This design comes from an exercise in tuning for small area on the open sky130 flow, not from production work. Only simulation tests tie the RTL to the original design; equivalence was not proved. No activity file was given, so power comes from the tool's default toggle rates.

## exp/harbor
==> flow/design.v <==
package icache_pkg;
	localparam int BUNDLES = 4;
	localparam int BEAT_W = 2;
	localparam int SETS = 16;
	localparam int SET_W = 4;
	localparam int WAYS = 2;
	localparam int WAY_W = 1;
	localparam int SLOTS = 4;
	localparam int SLOT_W = 2;
	localparam int TAGQ_DEPTH = 16;
	localparam int TAGQ_W = 4;
	localparam int LFSR_W = 17;
	localparam logic [LFSR_W-1:0] LFSR_SEED = 17'h1ACE5;
	typedef logic [31:0] addr_t;
	typedef logic [31:0] word_t;
	typedef logic [BUNDLES*32-1:0] line_data_t;
	typedef logic [23:0] tag_t;
	typedef logic [27:0] line_addr_t;
endpackage
module icache_refill_top (
	input  logic              clk,
	input  logic              rst,
	input  logic              fetch_valid,
	input  icache_pkg::addr_t fetch_addr,
	output logic              fetch_ready,
	output logic              resp_valid,
	output logic              resp_hit,
	output icache_pkg::word_t resp_data,
	output icache_pkg::addr_t araddr,
	output logic [2:0]        arprot,
	output logic              arvalid,
	input  logic              arready,
	input  icache_pkg::word_t rdata,
	input  logic [1:0]        rresp,
	input  logic              rvalid,
	output logic              rready
);
	localparam int SETS = icache_pkg::SETS;
	localparam int ENT_W = 24 + icache_pkg::BUNDLES * 32;
	logic [SETS-1:0] vld0, vld1;
	logic [ENT_W-1:0] row0 [SETS];
	logic [ENT_W-1:0] row1 [SETS];
	logic [1:0] ph;
	logic [SETS-1:0] ld, ld_n;
	logic pol0, pol1, wpol;
	logic [ENT_W-1:0] wr_ent;
	logic lk_valid;
	logic [31:2] lk_addr;
	logic [3:0] lk_set;
	logic [SETS-1:0] set_oh;
	logic [23:0] rtag0, rtag1, x0, x1;
	logic rvld0, rvld1;
	logic hit0, hit1, lk_hit;
	logic [SETS*icache_pkg::BUNDLES-1:0] bsel;
	icache_pkg::word_t rd0, rd1;
	icache_pkg::line_addr_t fq_line [icache_pkg::SLOTS];
	logic [icache_pkg::SLOTS-1:0] busy;
	logic [2:0] wp;      
	logic [2:0] ap;      
	logic [1:0] ar_beat;
	logic [2:0] rp;      
	logic [1:0] r_beat;
	logic dup_hit, alloc;
	logic ar_fire, ar_last, take, complete;
	icache_pkg::word_t lb0, lb1, lb2, lb3, lb0h;
	logic done_q;
	logic [1:0] wr_slot;
	icache_pkg::line_addr_t wr_line;
	logic [3:0] cur_set;
	logic ld_now, ld_next;
	logic [icache_pkg::LFSR_W-1:0] lfsr;
	assign arprot = 3'b100;
	assign rready = 1'b1;
	assign fetch_ready = !done_q;
	always_ff @(posedge clk) begin
		if (rst) begin
			lk_valid <= 1'b0;
		end else begin
			lk_valid <= fetch_valid && !done_q;
		end
	end
	always_ff @(posedge clk) begin
		lk_addr <= fetch_addr[31:2];
		for (int i = 0; i < SETS; i++) begin
			set_oh[i] <= fetch_addr[7:4] == i[3:0];
		end
	end
	assign lk_set = lk_addr[7:4];
	assign pol0 = ph[1];
	assign pol1 = !(ph[1] ^ ph[0]);
	always_comb begin
		rtag0 = '0;
		rtag1 = '0;
		rvld0 = 1'b0;
		rvld1 = 1'b0;
		for (int i = 0; i < SETS; i++) begin
			rtag0 = rtag0 | (row0[i][ENT_W-1 -: 24] & {24{set_oh[i]}});
			rtag1 = rtag1 | (row1[i][ENT_W-1 -: 24] & {24{set_oh[i]}});
			rvld0 = rvld0 | (vld0[i] & set_oh[i]);
			rvld1 = rvld1 | (vld1[i] & set_oh[i]);
		end
	end
	assign x0 = rtag0 ^ lk_addr[31:8];
	assign x1 = rtag1 ^ lk_addr[31:8];
	assign hit0 = rvld0 && (pol0 ? &x0 : !(|x0));
	assign hit1 = rvld1 && (pol1 ? &x1 : !(|x1));
	assign lk_hit = hit0 || hit1;
	always_comb begin
		for (int i = 0; i < SETS * icache_pkg::BUNDLES; i++) begin
			bsel[i] = lk_addr[7:2] == i[5:0];
		end
	end
	always_comb begin
		rd0 = '0;
		rd1 = '0;
		for (int i = 0; i < SETS * icache_pkg::BUNDLES; i++) begin
			rd0 = rd0 | (row0[i / 4][(i % 4)*32 +: 32] & {32{bsel[i]}});
			rd1 = rd1 | (row1[i / 4][(i % 4)*32 +: 32] & {32{bsel[i]}});
		end
	end
	assign resp_valid = lk_valid;
	assign resp_hit = lk_hit;
	assign resp_data = hit1 ? rd1 ^ {32{pol1}} : rd0 ^ {32{pol0}};
	always_comb begin
		dup_hit = 1'b0;
		for (int s = 0; s < icache_pkg::SLOTS; s++) begin
			if (busy[s] && fq_line[s] == lk_addr[31:4]) begin
				dup_hit = 1'b1;
			end
		end
	end
	assign alloc = lk_valid && !lk_hit && !dup_hit && !(&busy);
	always_ff @(posedge clk) begin
		if (alloc) begin
			fq_line[wp[1:0]] <= lk_addr[31:4];
		end
	end
	assign arvalid = ap != wp;
	assign araddr = {fq_line[ap[1:0]], ar_beat, 2'b00};
	assign ar_fire = arvalid && arready;
	assign ar_last = ar_fire && ar_beat == 2'd3;
	assign take = rvalid && {ap, ar_beat} != {rp, r_beat};
	assign complete = take && r_beat == 2'd3;
	assign wr_slot = rp[1:0] - 2'd1;
	always_ff @(posedge clk) begin
		if (rst) begin
			busy <= '0;
			wp <= '0;
			ap <= '0;
			ar_beat <= '0;
			rp <= '0;
			r_beat <= '0;
			done_q <= 1'b0;
			lfsr <= icache_pkg::LFSR_SEED;
		end else begin
			lfsr <= {lfsr[icache_pkg::LFSR_W-2:0], lfsr[icache_pkg::LFSR_W-1] ^ lfsr[icache_pkg::LFSR_W-4]};
			if (done_q) begin
				busy[wr_slot] <= 1'b0;
			end
			if (alloc) begin
				busy[wp[1:0]] <= 1'b1;
				wp <= wp + 3'd1;
			end
			if (ar_fire) begin
				ar_beat <= ar_beat + 2'd1;
			end
			if (ar_last) begin
				ap <= ap + 3'd1;
			end
			if (take) begin
				r_beat <= r_beat + 2'd1;
			end
			if (complete) begin
				rp <= rp + 3'd1;
			end
			done_q <= complete;
		end
	end
	always_ff @(posedge clk) begin
		if (take && r_beat == 2'd0) lb0 <= rdata;
		if (take && r_beat == 2'd1) lb1 <= rdata;
		if (take && r_beat == 2'd2) lb2 <= rdata;
		if (take && r_beat == 2'd3) lb3 <= rdata;
		lb0h <= lb0;
	end
	assign wr_line = fq_line[wr_slot];
	assign cur_set = fq_line[rp[1:0]][3:0];
	assign ld_now = complete && lfsr[0] == ph[0];
	assign ld_next = done_q && lfsr[1] == ph[0];
	always_ff @(posedge clk) begin
		if (rst) begin
			ph <= '0;
			ld <= '0;
			ld_n <= '1;
		end else begin
			ph <= ph + 2'd1;
			for (int s = 0; s < SETS; s++) begin
				ld[s] <= (ld_now && cur_set == s[3:0]) || (ld_next && wr_line[3:0] == s[3:0]);
				ld_n[s] <= !((ld_now && cur_set == s[3:0]) || (ld_next && wr_line[3:0] == s[3:0]));
			end
		end
	end
	assign wpol = !(ph[1] ^ ph[0]);
	assign wr_ent = {wr_line[27:4], lb3, lb2, lb1, lb0h} ^ {ENT_W{wpol}};
	always_ff @(posedge clk) begin
		for (int s = 0; s < SETS; s++) begin
			if (rst) begin
				vld0[s] <= 1'b0;
				vld1[s] <= 1'b0;
			end else begin
				vld0[s] <= ld[s] || vld1[s];
				vld1[s] <= vld0[s];
			end
		end
	end
	always_ff @(posedge clk) begin
		for (int s = 0; s < SETS; s++) begin
			row0[s] <= ~((row1[s] | {ENT_W{ld[s]}}) & (wr_ent | {ENT_W{ld_n[s]}}));
			row1[s] <= row0[s];
		end
	end
endmodule
clock: 10.0 ns
lec_check: 0
cap_margin: 5
core_margin: 2
core_utilization: 40
cts_buf_list: sky130_fd_sc_hd__clkbuf_16
cts_cluster_diameter: 90
cts_cluster_size: 27
slew_margin: 5
run.sh (not shown) runs the stock make flow with config.mk's settings and CLKGATE_MAP_FILE= SYNTH_SCRIPT=/design/flow/synth_recipe.tcl, a recipe that flattens the netlist after the stock synthesis.
The flow for exp/harbor finished, though final verification flagged capacitance limit, slew limit.
The following lists how exp/violet was set up differently from exp/harbor:
Settings: CORE_UTILIZATION: 40 -> 55; SLEW_MARGIN: 5 -> 20; CAP_MARGIN: 5 -> 20.
## What came out
Having completed the whole flow, exp/violet delivered a layout that passed the timing, design-rule and antenna checks. The higher final clock period utilization by the worst path came out of exp/harbor. Any difference in clock transition at the registers of the reported paths between exp/violet and exp/harbor is small enough to ignore. Wire length of the first global-routing pass on exp/violet is behind exp/harbor. On final area: exp/violet sits below exp/harbor. The total internal power of exp/harbor and that of exp/violet are within noise of each other.
Inputs modified between exp/violet and exp/amber:
Settings: swapping 20 for 10 in SLEW_MARGIN; swapping 55 for 45 in CORE_UTILIZATION; swapping 20 for 10 in CAP_MARGIN.
Notes after the runs:
- Clock skew | exp/amber above exp/violet
- From exp/violet to exp/amber the numbers moved as follows: layout cell share with drive strength beyond 1 saw an increase, cell row count saw an increase.
- Worst hold slack: exp/amber lower than exp/violet
- STATUS cell area: exp/amber loses against exp/violet
- exp/violet -> exp/amber: global-route wire length before repair increased slightly
- Met1 layer wirelength in the final routing in exp/amber vs exp/violet: up about 0.6%
Changes in exp/quartz relative to exp/amber:
Settings: swapping 10 for 20 in CAP_MARGIN; swapping 45 for 55 in CORE_UTILIZATION; swapping 27 for 24 in CTS_CLUSTER_SIZE; swapping 90 for 80 in CTS_CLUSTER_DIAMETER; swapping 10 for 20 in SLEW_MARGIN.
Notes after the runs:
Synthesis-to-finish area growth: exp/quartz vs exp/amber down 0.33 points
exp/quartz ends up with higher sequential share of layout area than exp/amber does.
Measured against each other, exp/quartz and exp/amber differ in routed wire length, the higher figure coming from exp/amber.

==> re-timing with driven ports <==
The results above use ideal ports. As a check the final layouts listed here were re-extracted and re-timed, cells and wires unchanged. Step 1 sets driving cells, clkbuf_16 on the clock port and buf_2 on the other inputs (assumed; they add their load-dependent delay and slew). Step 2 adds t to the input delays and takes it off the output delays; t is the mean of the earliest and latest rising clock arrival at the registers after step 1. Input paths then give back, and output paths get back, about the clock's delay inside the block. Slacks: ideal / step 1 / step 2; pairs: ideal / step 1.
run	t (ns)	setup WS [ns]	slew at the worst register clock pin (ns)
exp/harbor	1.105	0.788 / 0.665 / 1.770	0.11 / 0.11
exp/violet	1.082	0.815 / 0.704 / 1.786	0.12 / 0.12
exp/amber	1.129	0.564 / 0.447 / 1.576	0.11 / 0.11
exp/quartz	1.100	0.723 / 0.603 / 1.703	0.10 / 0.10
